What follows belongs to an exercise in optimizing a design on an open flow for small area and a short achievable clock period; a production flow would make more cautious choices. The RTL was checked by simulation tests, not by an equivalence proof against the original design.

==> flow/design.v <==
`timescale 1ns/100ps
`default_nettype none
module gardner_ted #(
  parameter int OSF = 20   
) (
  input  logic        clk,
  input  logic        reset_n,
  input  logic [31:0] sample_i,       
  input  logic        sym_strobe_i,   
  output logic [18:0] err_o,          
  output logic [31:0] sym_o,          
  output logic        sym_valid_o
);
  localparam int IQ_W   = 16;                            
  localparam int ERR_W  = 18;                            
  localparam int H_TAP  = OSF/2 - 1;                     
  localparam int P_TAP  = OSF - 1;                       
  localparam int SHIFT  = IQ_W + $clog2(OSF) - ERR_W;    
  localparam int DIFF_W = IQ_W + 1;
  localparam int PROD_W = IQ_W + DIFF_W;
  localparam int SUM_W  = PROD_W + 1;
  logic [2*IQ_W-1:0] dline [1:OSF-1];   
  always_ff @(posedge clk) begin
    if (!reset_n) begin
      for (int k = 1; k < OSF; k++) begin
        dline[k] <= '0;
      end
    end else begin
      dline[1] <= sample_i;
      for (int k = 2; k < OSF; k++) begin
        dline[k] <= dline[k-1];
      end
    end
  end
  logic [2*IQ_W-1:0] tap_h, tap_p;
  assign tap_h = dline[H_TAP];
  assign tap_p = dline[P_TAP];
  logic signed [IQ_W-1:0] c_i, c_q, h_i, h_q, p_i, p_q;
  assign c_i = sample_i[2*IQ_W-1:IQ_W];
  assign c_q = sample_i[IQ_W-1:0];
  assign h_i = tap_h[2*IQ_W-1:IQ_W];
  assign h_q = tap_h[IQ_W-1:0];
  assign p_i = tap_p[2*IQ_W-1:IQ_W];
  assign p_q = tap_p[IQ_W-1:0];
  logic signed [DIFF_W-1:0] d_i, d_q;
  logic signed [PROD_W-1:0] prod_i, prod_q;
  logic signed [SUM_W-1:0]  err_sum, err_shr;
  logic signed [ERR_W-1:0]  err_scaled;
  assign d_i = {c_i[IQ_W-1], c_i} - {p_i[IQ_W-1], p_i};   
  assign d_q = {c_q[IQ_W-1], c_q} - {p_q[IQ_W-1], p_q};
  assign prod_i  = h_i * d_i;
  assign prod_q  = h_q * d_q;
  assign err_sum = prod_i + prod_q;
  assign err_shr    = err_sum >>> SHIFT;      
  assign err_scaled = err_shr[ERR_W-1:0];     
  logic                    err_vld_q;   
  logic                    sym_vld_q;   
  logic signed [ERR_W-1:0] err_q;
  logic [2*IQ_W-1:0]       sym_q;
  always_ff @(posedge clk) begin
    if (!reset_n) begin
      err_vld_q <= 1'b0;
      sym_vld_q <= 1'b0;
    end else begin
      err_vld_q <= sym_strobe_i;   
      sym_vld_q <= sym_strobe_i;
    end
  end
  always_ff @(posedge clk) begin
    if (sym_strobe_i) begin
      err_q <= err_scaled;
      sym_q <= sample_i;   
    end
  end
  assign err_o       = {err_q, err_vld_q};
  assign sym_o       = sym_q;
  assign sym_valid_o = sym_vld_q;
endmodule
`default_nettype wire
`timescale 1ns/100ps
`default_nettype none
module loop_filter_pi #(
  parameter int KP_SHIFT = 4,   
  parameter int KI_SHIFT = 8    
) (
  input  logic               clk,
  input  logic               reset_n,
  input  logic [18:0]        err_i,    
  output logic signed [11:0] ctrl_o
);
  localparam int ERR_W  = 18;
  localparam int CTRL_W = 12;
  localparam int SUM_W  = ERR_W + 1;   
  localparam logic signed [CTRL_W-1:0] CTRL_MAX = {1'b0, {(CTRL_W-1){1'b1}}};
  localparam logic signed [CTRL_W-1:0] CTRL_MIN = {1'b1, {(CTRL_W-1){1'b0}}};
  function automatic logic signed [CTRL_W-1:0] sat_ctrl(input logic signed [SUM_W-1:0] x);
    logic signed [CTRL_W-1:0] y;
    if (x > CTRL_MAX) begin
      y = CTRL_MAX;
    end else if (x < CTRL_MIN) begin
      y = CTRL_MIN;
    end else begin
      y = x[CTRL_W-1:0];
    end
    sat_ctrl = y;
  endfunction
  logic signed [ERR_W-1:0]  err;
  logic                     err_valid;
  logic signed [ERR_W-1:0]  p_term, i_term;
  logic signed [CTRL_W-1:0] integ, integ_nxt, ctrl_nxt;
  logic signed [SUM_W-1:0]  integ_sum, ctrl_sum;
  logic signed [CTRL_W-1:0] ctrl_q;
  assign err       = err_i[ERR_W:1];
  assign err_valid = err_i[0];
  assign p_term = err >>> KP_SHIFT;   
  assign i_term = err >>> KI_SHIFT;   
  assign integ_sum = integ + i_term;
  assign integ_nxt = sat_ctrl(integ_sum);   
  assign ctrl_sum = p_term + integ_nxt;     
  assign ctrl_nxt = sat_ctrl(ctrl_sum);
  always_ff @(posedge clk) begin
    if (!reset_n) begin
      integ  <= '0;
      ctrl_q <= '0;
    end else if (err_valid) begin
      integ  <= integ_nxt;
      ctrl_q <= ctrl_nxt;   
    end
  end
  assign ctrl_o = ctrl_q;
endmodule
`default_nettype wire
`timescale 1ns/100ps
`default_nettype none
module symbol_nco
#(
  parameter int OSF = 20   
) (
  input  logic                     clk,
  input  logic                     reset_n,
  input  logic signed [11:0]       ctrl_i,        
  output logic                     sym_strobe_o   
);
  localparam int FRAC_W = 12;                
  localparam int CTRL_W = FRAC_W;            
  localparam int STEP  = 2 ** FRAC_W;       
  localparam int MOD   = OSF * STEP;        
  localparam int PH_W  = $clog2(MOD);
  localparam int INC_W = FRAC_W + 1;        
  localparam int SUM_W = PH_W + 1;
  logic [PH_W-1:0]  phase;
  logic [INC_W-1:0] incr;
  logic [SUM_W-1:0] sum;
  logic             wrap;
  logic             strobe_q;
  assign incr = INC_W'(STEP) + INC_W'(ctrl_i);   
  assign sum  = SUM_W'(phase) + SUM_W'(incr);
  assign wrap = (sum >= SUM_W'(MOD));            
  always_ff @(posedge clk) begin
    if (!reset_n) begin
      phase    <= '0;
      strobe_q <= 1'b0;
    end else begin
      if (wrap) begin
        phase <= PH_W'(sum - SUM_W'(MOD));   
      end else begin
        phase <= PH_W'(sum);
      end
      strobe_q <= wrap;   
    end
  end
  assign sym_strobe_o = strobe_q;
endmodule
`default_nettype wire
`timescale 1ns/100ps
`default_nettype none
module timing_recovery_top #(
  parameter int OSF      = 20,   
  parameter int KP_SHIFT = 4,    
  parameter int KI_SHIFT = 8     
) (
  input  logic               clk,
  input  logic               reset_n,
  input  logic [31:0]        sample_i,     
  output logic [31:0]        sym_o,        
  output logic               sym_valid_o,
  output logic [18:0]        err_o,        
  output logic signed [11:0] ctrl_o
);
  logic               sym_strobe;   
  logic [18:0]        err;          
  logic signed [11:0] ctrl;         
  gardner_ted #(
    .OSF (OSF)
  ) u_ted (
    .clk          (clk),
    .reset_n      (reset_n),
    .sample_i     (sample_i),
    .sym_strobe_i (sym_strobe),
    .err_o        (err),
    .sym_o        (sym_o),
    .sym_valid_o  (sym_valid_o)
  );
  loop_filter_pi #(
    .KP_SHIFT (KP_SHIFT),
    .KI_SHIFT (KI_SHIFT)
  ) u_lf (
    .clk     (clk),
    .reset_n (reset_n),
    .err_i   (err),
    .ctrl_o  (ctrl)
  );
  symbol_nco #(
    .OSF (OSF)
  ) u_nco (
    .clk          (clk),
    .reset_n      (reset_n),
    .ctrl_i       (ctrl),
    .sym_strobe_o (sym_strobe)
  );
  assign err_o  = err;    
  assign ctrl_o = ctrl;   
endmodule
`default_nettype wire
==> flow/run.sh <==
#!/bin/bash
# synth_recipe.tcl (not shown) runs the flow's synth.tcl, then flattens the netlist and writes it again
# the make line also repeats each setting of config.mk as NAME=value (left out here)
make -C /OpenROAD-flow-scripts/flow DESIGN_CONFIG=/design/flow/config.mk WORK_HOME=/design/flow/orfs CLKGATE_MAP_FILE= SYNTH_SCRIPT=/design/flow/synth_recipe.tcl finish
==> flow/config.mk <==
export PLATFORM = sky130hd
export DESIGN_NAME = timing_recovery_top
export DESIGN_NICKNAME = timing_recovery_top
export VERILOG_FILES = /design/flow/design.v
export SDC_FILE = /design/flow/constraint.sdc
export NUM_CORES = 4
export LEC_CHECK = 0
export CAP_MARGIN = 20
export CORE_MARGIN = 2
export CORE_UTILIZATION = 40
export SLEW_MARGIN = 20
==> flow/constraint.sdc <==
create_clock -name core_clock -period 12.0 [get_ports {clk}]
set_input_delay 2.4000 -clock core_clock [delete_from_list [all_inputs] [get_ports {clk}]]
set_output_delay 2.4000 -clock core_clock [all_outputs]
set_load 0.01 [all_outputs]
==> metrics.yaml, run 1 <==
status: "finished clean"
drt_pass1_iterations: 7
cpMaxStageDelayCell: "fa_1"
clk_pin_slew_ns: 0.06
numPortBuffers: 97
avgSynthCellArea_um2: 10.5
setup.worst_path.class: "in -> reg"
max_stage_delay_ns: 0.54
fp.dieArea_um2: 91100
synthSimpleGateAreaFrac: 0.196
synth-edff-count: 50
fmax_ghz: 0.0871
root_buffer: "clkbuf_16"
die_w_um: 302
synth-seq-cells: 701
hpwl_um: 52200
maxCapViolations: 0
cp_common_cell: "xnor2_1"
synth_seq_area_share: 0.410
syn2layout_area_growth_pct: 15.0
synth_mux_area_frac: 0.000565
holdWs_ns: 0.408
rows: 109
num_io_pins: 98
syn_area_um2: 35500
worst_pin_slew_ns: 1.13
path_delay_family: "adder cells"
busiest_layer: "met2"
slew_violations: 0
finClkSkew_ns: 0.0349
drive_gt1_frac: 0.0666
antenna_found_initial: 1
antennaDiodeCount: 0
fin_cells: 4752
place_area_um2: 38200
maxSlewHeadroom: 0.248
met1_usage: 0.222
core-area_um2: 88100
path_buf_inv: 8
grt_pass1_wl_um: 116000
period_needed_ns: 11.48
gp_congestion: 0.818
worstSetupStartpointType: "primary input"
grt_usage: 0.163
async_flop_share: 0
grt_pass1_vias: 21900
ys.flop_type: "dfxtp_1"
endpoint_kind: "register"
viasPerCell: 4.50
hold_viol: 0
yosysUniqueCellTypes: 63
ant_nets: 0
final_util: 0.463
nets: 4096
seq_area_um2: 14500
vias: 21400
fin_area_um2: 40800
cts_buffers: 73
cp.arrival_ns: 11.86
synth-compound-area-share: 0.0364
wl_um: 71300
critPathRequiredTime_ns: 12.38
clock_path_buffers: 3
hp-class: "reg -> reg"
synthAdderAreaFrac: 0.260
setup_viol: 0
yosysWarnings: 4
grt_use_met2: 0.264
n_fill_cell: 8423
initial_core_util: 0.403
synthXorXnorAreaFrac: 0.0318
finalCritPeriodShare: 0.957
dp.cells: 4617
met3_usage: 0.0300
clkLatencyLatePin_ns: 0.63
h-tree-depth: 3
synth_top_family_by_area: "adder cells"
multi_input_area_um2: 18700
grt_overflow: 0
cp_max_fo: 3
wire_per_inst_um: 15.0
drt_iter0_markers: 973
clock_sinks: 701
tritoncts: "yes"
syn-num-nets: 3955
rsz0062_at_grt: "false"
drc: 0
synthesis.instances: 3387
grt_max_degree: 330
die_y_um: 302
[registers in the layout, summed over array words and instances (netlist names)]
signal / flops
u_lf.ctrl_q: 12
u_lf.integ: 12
u_nco.phase: 17
u_nco.strobe_q: 1
u_ted.dline: 608
u_ted.err_q: 18
u_ted.err_vld_q: 1
u_ted.sym_q: 32
[stage by stage]
step / setup slack (ns) / TNS, ns
finish: 0.519 / 0
global route: 0.0268 / 0
CTS: 0.206 / 0
detailed placement: -0.434 / -0.434
global placement: -0.403 / -0.403
floorplan: 0.350 / 0
[repair_timing]
item / CTS / global route
gates resized for setup: 0 / 6
hold buffers: 0 / 0
hold endpoints to repair: 0 / 0
setup buffers: 0 / 1
setup endpoints to repair: 0 / 1
[metal layers]
metal  wire length, µm  part of all wire  up-vias
met1             33900              0.48    10400
met3              2930             0.041      105
met5                 0                 0        -
li1                  -                 -    10500
met4              1740             0.024        0
met2             32800              0.46      350
[Yosys cell counts (50+ instances only)]
library cell,count,area [µm²]
and2_1,810,5070
nand2_1,174,653
xnor2_1,88,771
ha_1,195,2440
clkbuf_1,127,477
o21ai_0,54,270
dfxtp_1,651,13000
nor2b_1,59,369
inv_1,482,1810
fa_1,339,6790
edfxtp_1,50,1500
a21oi_1,58,290
nor2_1,70,263
[cells by family after synthesis]
group                    after synthesis
XOR/XNOR                             120
AND/OR/NAND/NOR                     1211
flip-flops                           701
buffers and inverters                613
adder cells (fa/ha/maj)              534
multiplexers                           2
AO/OA/AOI/OAI                        206
[path summary, 6_finish.rpt]
| kind | start | to | slack (ns) | cells past startpoint |
|---|---|---|---|---|
| hold reg to reg | u_ted.dline[6][3]$_SDFF_PN0_ | u_ted.dline[7][3]$_SDFF_PN0_ | 0.41 | 1 |
| hold / removal | u_ted.dline[6][3]$_SDFF_PN0_ | u_ted.dline[7][3]$_SDFF_PN0_ | 0.41 | 1 |
| setup / recovery | sample_i[16] | u_ted.err_q[17]$_DFFE_PP_ | 0.52 | 42 |
| setup reg to reg | u_ted.dline[19][17]$_SDFF_PN0_ | u_ted.err_q[17]$_DFFE_PP_ | 2.29 | 40 |
[cell type report]
| cell class | instances | share of cell area |
|---|---|---|
| clock buffers | 104 | 0.0529 |
| clock inverters | 30 | 0.00930 |
| inverters | 484 | 0.0446 |
| multi-input cells | 2073 | 0.457 |
| repair buffers | 195 | 0.0436 |
| flip-flops and latches | 701 | 0.356 |
| well taps | 1165 | 0.0357 |
[layout by cell type, fill, tap and decap left out, drive strengths merged, types with 21 or more instances in the layout]
cell	count
and2	810
dfxtp	651
inv	492
fa	339
ha	195
nand2	174
clkbuf	104
buf	99
clkdlybuf4s50	95
xnor2	90
nor2	71
nor2b	60
a21oi	58
o21ai	57
edfxtp	50
nand2b	32
xor2	26
nor3	21
==> inputs of run 2 (changes only) <==
==> flow/design.v (replaced) <==
`timescale 1ns/100ps
`default_nettype none
module gardner_ted (
  input  logic        clk,
  input  logic        reset_n,
  input  logic [31:0] sample_i,       
  input  logic        sym_strobe_i,   
  input  logic        p_load_i,       
  output logic [18:0] err_o,          
  output logic [31:0] sym_o,          
  output logic        sym_valid_o
);
  logic [31:0] dline [1:9];
  logic [31:0] p_q;
  always_ff @(posedge clk) begin
    dline[1] <= sample_i;
    for (int k = 2; k <= 9; k++) dline[k] <= dline[k-1];
    if (p_load_i) p_q <= dline[9];
  end
  logic signed [15:0] c_i, c_q, h_i, h_q, p_i, p_q_;
  assign c_i = sample_i[31:16];
  assign c_q = sample_i[15:0];
  assign h_i = dline[9][31:16];
  assign h_q = dline[9][15:0];
  assign p_i = p_q[31:16];
  assign p_q_ = p_q[15:0];
  logic signed [16:0] d_i, d_q;
  logic signed [33:0] err_sum;
  assign d_i = c_i - p_i;
  assign d_q = c_q - p_q_;
  assign err_sum = h_i * d_i + h_q * d_q;
  logic        vld_q;
  logic [17:0] err_q;
  always_ff @(posedge clk) begin
    if (!reset_n) vld_q <= 1'b0;
    else          vld_q <= sym_strobe_i;
    err_q <= err_sum[20:3];
  end
  assign err_o       = {err_q, vld_q};
  assign sym_o       = dline[1];
  assign sym_valid_o = vld_q;
endmodule
`default_nettype wire
`timescale 1ns/100ps
`default_nettype none
module loop_filter_pi (
  input  logic               clk,
  input  logic               reset_n,
  input  logic [18:0]        err_i,    
  output logic signed [11:0] ctrl_o
);
  logic signed [17:0] err;
  logic signed [12:0] isum;
  logic signed [11:0] integ, integ_nxt, ctrl_nxt, ctrl_q;
  logic signed [14:0] csum;
  assign err = err_i[18:1];
  assign isum      = integ + (err >>> 8);
  assign integ_nxt = (isum > 13'sd2047) ? 12'sd2047 : (isum < -13'sd2048) ? -12'sd2048 : isum[11:0];
  assign csum      = (err >>> 4) + integ_nxt;
  assign ctrl_nxt  = (csum > 15'sd2047) ? 12'sd2047 : (csum < -15'sd2048) ? -12'sd2048 : csum[11:0];
  always_ff @(posedge clk) begin
    if (!reset_n) begin
      integ  <= '0;
      ctrl_q <= '0;
    end else if (err_i[0]) begin
      integ  <= integ_nxt;
      ctrl_q <= ctrl_nxt;
    end
  end
  assign ctrl_o = ctrl_q;
endmodule
`default_nettype wire
`timescale 1ns/100ps
`default_nettype none
module symbol_nco (
  input  logic               clk,
  input  logic               reset_n,
  input  logic signed [11:0] ctrl_i,        
  output logic               sym_strobe_o,  
  output logic               p_load_o       
);
  localparam int MOD = 81920;   
  logic [16:0] phase;
  logic [12:0] incr;
  logic [16:0] sum;
  logic        wrap;
  logic        strobe_q;
  logic [17:0] ahead;
  assign incr = 13'd4096 + {ctrl_i[11], ctrl_i};   
  assign sum  = phase + 17'(incr);                 
  assign wrap = (sum >= 17'(MOD));
  assign ahead    = 18'(phase) + 18'(incr) + 18'({incr, 3'b000});
  assign p_load_o = (ahead < 18'(MOD));
  always_ff @(posedge clk) begin
    if (!reset_n) begin
      phase    <= '0;
      strobe_q <= 1'b0;
    end else begin
      phase    <= wrap ? 17'(sum - 17'(MOD)) : sum;
      strobe_q <= wrap;
    end
  end
  assign sym_strobe_o = strobe_q;
endmodule
`default_nettype wire
`timescale 1ns/100ps
`default_nettype none
module timing_recovery_top (
  input  logic               clk,
  input  logic               reset_n,
  input  logic [31:0]        sample_i,     
  output logic [31:0]        sym_o,        
  output logic               sym_valid_o,
  output logic [18:0]        err_o,        
  output logic signed [11:0] ctrl_o
);
  logic               sym_strobe;   
  logic               p_load;       
  logic [18:0]        err;          
  logic signed [11:0] ctrl;         
  gardner_ted u_ted (
    .clk          (clk),
    .reset_n      (reset_n),
    .sample_i     (sample_i),
    .sym_strobe_i (sym_strobe),
    .p_load_i     (p_load),
    .err_o        (err),
    .sym_o        (sym_o),
    .sym_valid_o  (sym_valid_o)
  );
  loop_filter_pi u_lf (
    .clk     (clk),
    .reset_n (reset_n),
    .err_i   (err),
    .ctrl_o  (ctrl)
  );
  symbol_nco u_nco (
    .clk          (clk),
    .reset_n      (reset_n),
    .ctrl_i       (ctrl),
    .sym_strobe_o (sym_strobe),
    .p_load_o     (p_load)
  );
  assign err_o  = err;
  assign ctrl_o = ctrl;
endmodule
`default_nettype wire
==> run 2 against run 1 <==
Against the previous run:
- die area down 27%
- clock skew fell by 0.013 ns
- maximum frequency is 2.2% higher
- routed wire length down 24%
- register-to-register slack gained 0.48 ns
- area after synthesis down 28%
- worst hold slack worse by 0.096 ns
- critical path type unchanged
- core utilization is 0.34 points lower
- flip-flop and latch count decreased by 320
- worst setup slack improved by 0.25 ns
- via count fell by 25%
==> metrics.yaml, run 2 <==
cp.arrival_ns: 11.68  # -0.18 ns
grt_use_met2: 0.304  # +0.0402
gp_congestion: 0.859  # +4.9%
grt_overflow: 0  # unchanged
synthesis.instances: 2420  # -29%
busiest_layer: "met2"
met3_usage: 0.0217  # -0.00828
yosys-top-cells-count: "478 x inv_1, 350 x fa_1, 349 x dfxtp_1"
ys_top_cells_by_area: "fa_1 27%, dfxtp_1 27%, ha_1 10%, inv_1 7.0%, and2_1 5.0%"
synthSimpleGateAreaFrac: 0.120  # -0.0762
rows: 92  # -16%
period_needed_ns: 11.23  # -0.248 ns
fp.dieArea_um2: 66100  # -27%
grt_pass1_vias: 17800  # -19%
final_common_cell: "inv_1"
die_y_um: 257  # -15%
setup_viol: 0  # unchanged
hpwl_um: 43500  # -17%
h-tree-depth: 2  # -1
status: "finished clean"
cts_hold_buffers: 0  # unchanged
synth-compound-area-share: 0.0619  # +0.0255
fmax_ghz: 0.0890  # +2.2%
synth_seq_area_share: 0.310  # -0.0997
drive_gt1_frac: 0.0577  # -0.00888
core-area_um2: 63200  # -28%
cp_common_cell: "xnor2_1"
critPathRequiredTime_ns: 12.45  # +0.07 ns
worstSetupEndpoint: "u_ted.err_q[17]$_DFF_P_"
synthXorXnorAreaFrac: 0.0475  # +0.0156
yosysTopAreaCell: "fa_1"
max_stage_delay_ns: 0.57  # +0.03 ns
yosysWarnings: 4  # unchanged
cts_buffers: 40  # -45%
maxCapViolations: 0  # unchanged
cp_max_fo: 7  # +4
synth_top_area_share: 0.273  # -0.0940
ant_nets: 0  # unchanged
cpMaxStageDelayCell: "fa_1"
yosysUniqueCellTypes: 86  # +37%
synth_mux_area_frac: 0.00122  # +0.000656
antenna_found_initial: 0  # -1
clock_sinks: 381  # -46%
synth-edff-count: 32  # -36%
timing.critical_path.from: "sample_i[0]"
largest_reg_flops: 288  # -53%
drt_iter0_markers: 734  # -25%
post_cts_buffers: 0  # unchanged
nets: 3130  # -24%
clock_path_buffers: 3  # unchanged
wire_per_inst_um: 15.9  # +5.9%
clk_pin_slew_ns: 0.06  # about the same
hp-class: "reg -> reg"
finalCritPeriodShare: 0.936  # -0.0206
syn-num-nets: 3018  # -24%
setup_tns_ns: 0  # unchanged
layout_common_cells: "478 x inv_1, 350 x fa_1, 349 x dfxtp_1"
grt_max_degree: 33  # -90%
worst_pin_slew_ns: 1.08  # -0.0463 ns
met1_usage: 0.207  # -0.0151
root_buffer: "clkbuf_16"
avgSynthCellArea_um2: 10.6  # +1.1%
antennaDiodeCount: 0  # unchanged
rsz0062_at_grt: "false"
timing.rr.start: "u_ted.p_q[0]$_DFFE_PN_"
rrSetupSlack_ns: 2.77  # +0.48 ns
slew_violations: 0  # unchanged
synthAdderAreaFrac: 0.380  # +0.120
viasPerCell: 4.74  # +5.2%
grt_usage: 0.170  # +0.00754
worstSetupStartpointType: "primary input"
syn_area_um2: 25600  # -28%
finClkSkew_ns: 0.0215  # -0.0135 ns
drc: 0  # unchanged
die_w_um: 257  # -15%
tritoncts: "yes"
cts_resized: 0  # unchanged
synth-seq-cells: 381  # -46%
top_register: "u_ted.dline"
async_flop_share: 0  # unchanged
final_util: 0.459  # -0.00340
r2r_end: "u_ted.err_q[17]$_DFF_P_"
reg2reg_depth: 34  # -15%
syn2layout_area_growth_pct: 13.3
maxSlewHeadroom: 0.276  # +0.0273
numPortBuffers: 97  # unchanged
grt_pass1_wl_um: 90000  # -23%
hold_viol: 0  # unchanged
clkLatencyLatePin_ns: 0.57  # -0.06 ns
initial_core_util: 0.405  # +0.00294
synth_top_family_by_area: "adder cells"
reg_top3: "u_ted.dline x288, u_ted.p_q x32, u_ted.err_q x18"
wl_um: 54200  # -24%
drt_pass1_iterations: 7  # unchanged
endpoint_kind: "register"
ys.flop_type: "dfxtp_1"
setup.worst_path.class: "in -> reg"
num_io_pins: 98  # unchanged
vias: 16200  # -25%
post-synth-top-count-cell: "inv_1"
-- run 2: worst max-delay path, delay by kind of cell --
kind                       cells  cell delay (ns)
xor gates and xnor gates      12             2.44
adders and majority gates     10             4.79
AOI/OAI and AO/OA              6             0.97
and+or+nand+nor                2             0.35
buffers and inverters          6             0.74
-- run 2: how the worst min path moves through the flow --
stage | from | to | cells after the start
finish | u_ted.dline[3][6]$_DFF_P_ | u_ted.dline[4][6]$_DFF_P_ | 0
global route | u_ted.dline[8][26]$_DFF_P_ | u_ted.dline[9][26]$_DFF_P_ | 0
CTS | u_ted.dline[3][6]$_DFF_P_ | u_ted.dline[4][6]$_DFF_P_ | 0
detailed placement | u_ted.dline[2][7]$_DFF_P_ | u_ted.dline[3][7]$_DFF_P_ | 0
global placement | u_ted.dline[5][7]$_DFF_P_ | u_ted.dline[6][7]$_DFF_P_ | 0
floorplan | u_ted.dline[2][0]$_DFF_P_ | u_ted.dline[3][0]$_DFF_P_ | 0
-- run 2: metal layers --
metal	share of wire	vias to the layer above
met4	0.039	0
met1	0.42	8051
met2	0.51	322
met5	0	-
met3	0.034	121
li1	-	7665
-- run 2: cells by family after synthesis --
family	count (synthesis)
adders and majority gates	570
muxes	3
buffers and inverters	537
xor gates and xnor gates	129
AOI/OAI and AO/OA	219
and+or+nand+nor	581
DFF	381
-- run 2: area by class of cell --
cell class | count | area, µm²
Clock buffer | 53 | 1150
Tap cell | 846 | 1060
Multi-Input combinational cell | 1502 | 15700
Inverter | 479 | 1800
Timing Repair Buffer | 128 | 1200
Sequential cell | 381 | 7950
Clock inverter | 20 | 200
Fill cell | 5870 | 34200
-- run 2: metrics by stage --
step | instances | area [µm²] | setup slack (ns) | hold slack (ns)
after floorplan | 2420 | 25600 | 1.47 | 0.310
after global placement | 3336 | 27700 | 0.418 | 0.310
after detailed placement | 3336 | 27700 | 0.262 | 0.312
after CTS | 3409 | 29000 | 0.855 | 0.314
after global routing | 3409 | 29000 | 0.239 | 0.323
final | 3409 | 29000 | 0.766 | 0.312

[re-timing with driven ports]
In the flow no input, the clock included, has a driving cell. The finished layouts below were timed again as built, in two steps.
Step 1 (the two cells are an assumption about what drives the block):
set clk [get_ports {clk}]
set_driving_cell -lib_cell sky130_fd_sc_hd__clkbuf_16 $clk
set_driving_cell -lib_cell sky130_fd_sc_hd__buf_2 [delete_from_list [all_inputs] $clk]
Step 2 moves the port delays by t, midway between the first and last clock arrival at a register: inputs arrive t later, outputs are due t later. That takes back most of the time a late clock gives input paths.
Slacks: ideal / step 1 / step 2; pairs: ideal / step 1.
run	shift t [ns]	setup slack, ns	worst setup path after step 2	worst slew at a driven data input, ns
run 1	0.687	0.519 / 0.563 / -0.124	input to register	0.05
run 2	0.619	0.766 / 0.802 / 0.183	input to register	0.04
With both steps, setup timing fails in run 1, where it was met with ideal ports. The setup slack of run 1, which loses most, moves by +0.044 ns with the drivers and by -0.643 ns with both steps.
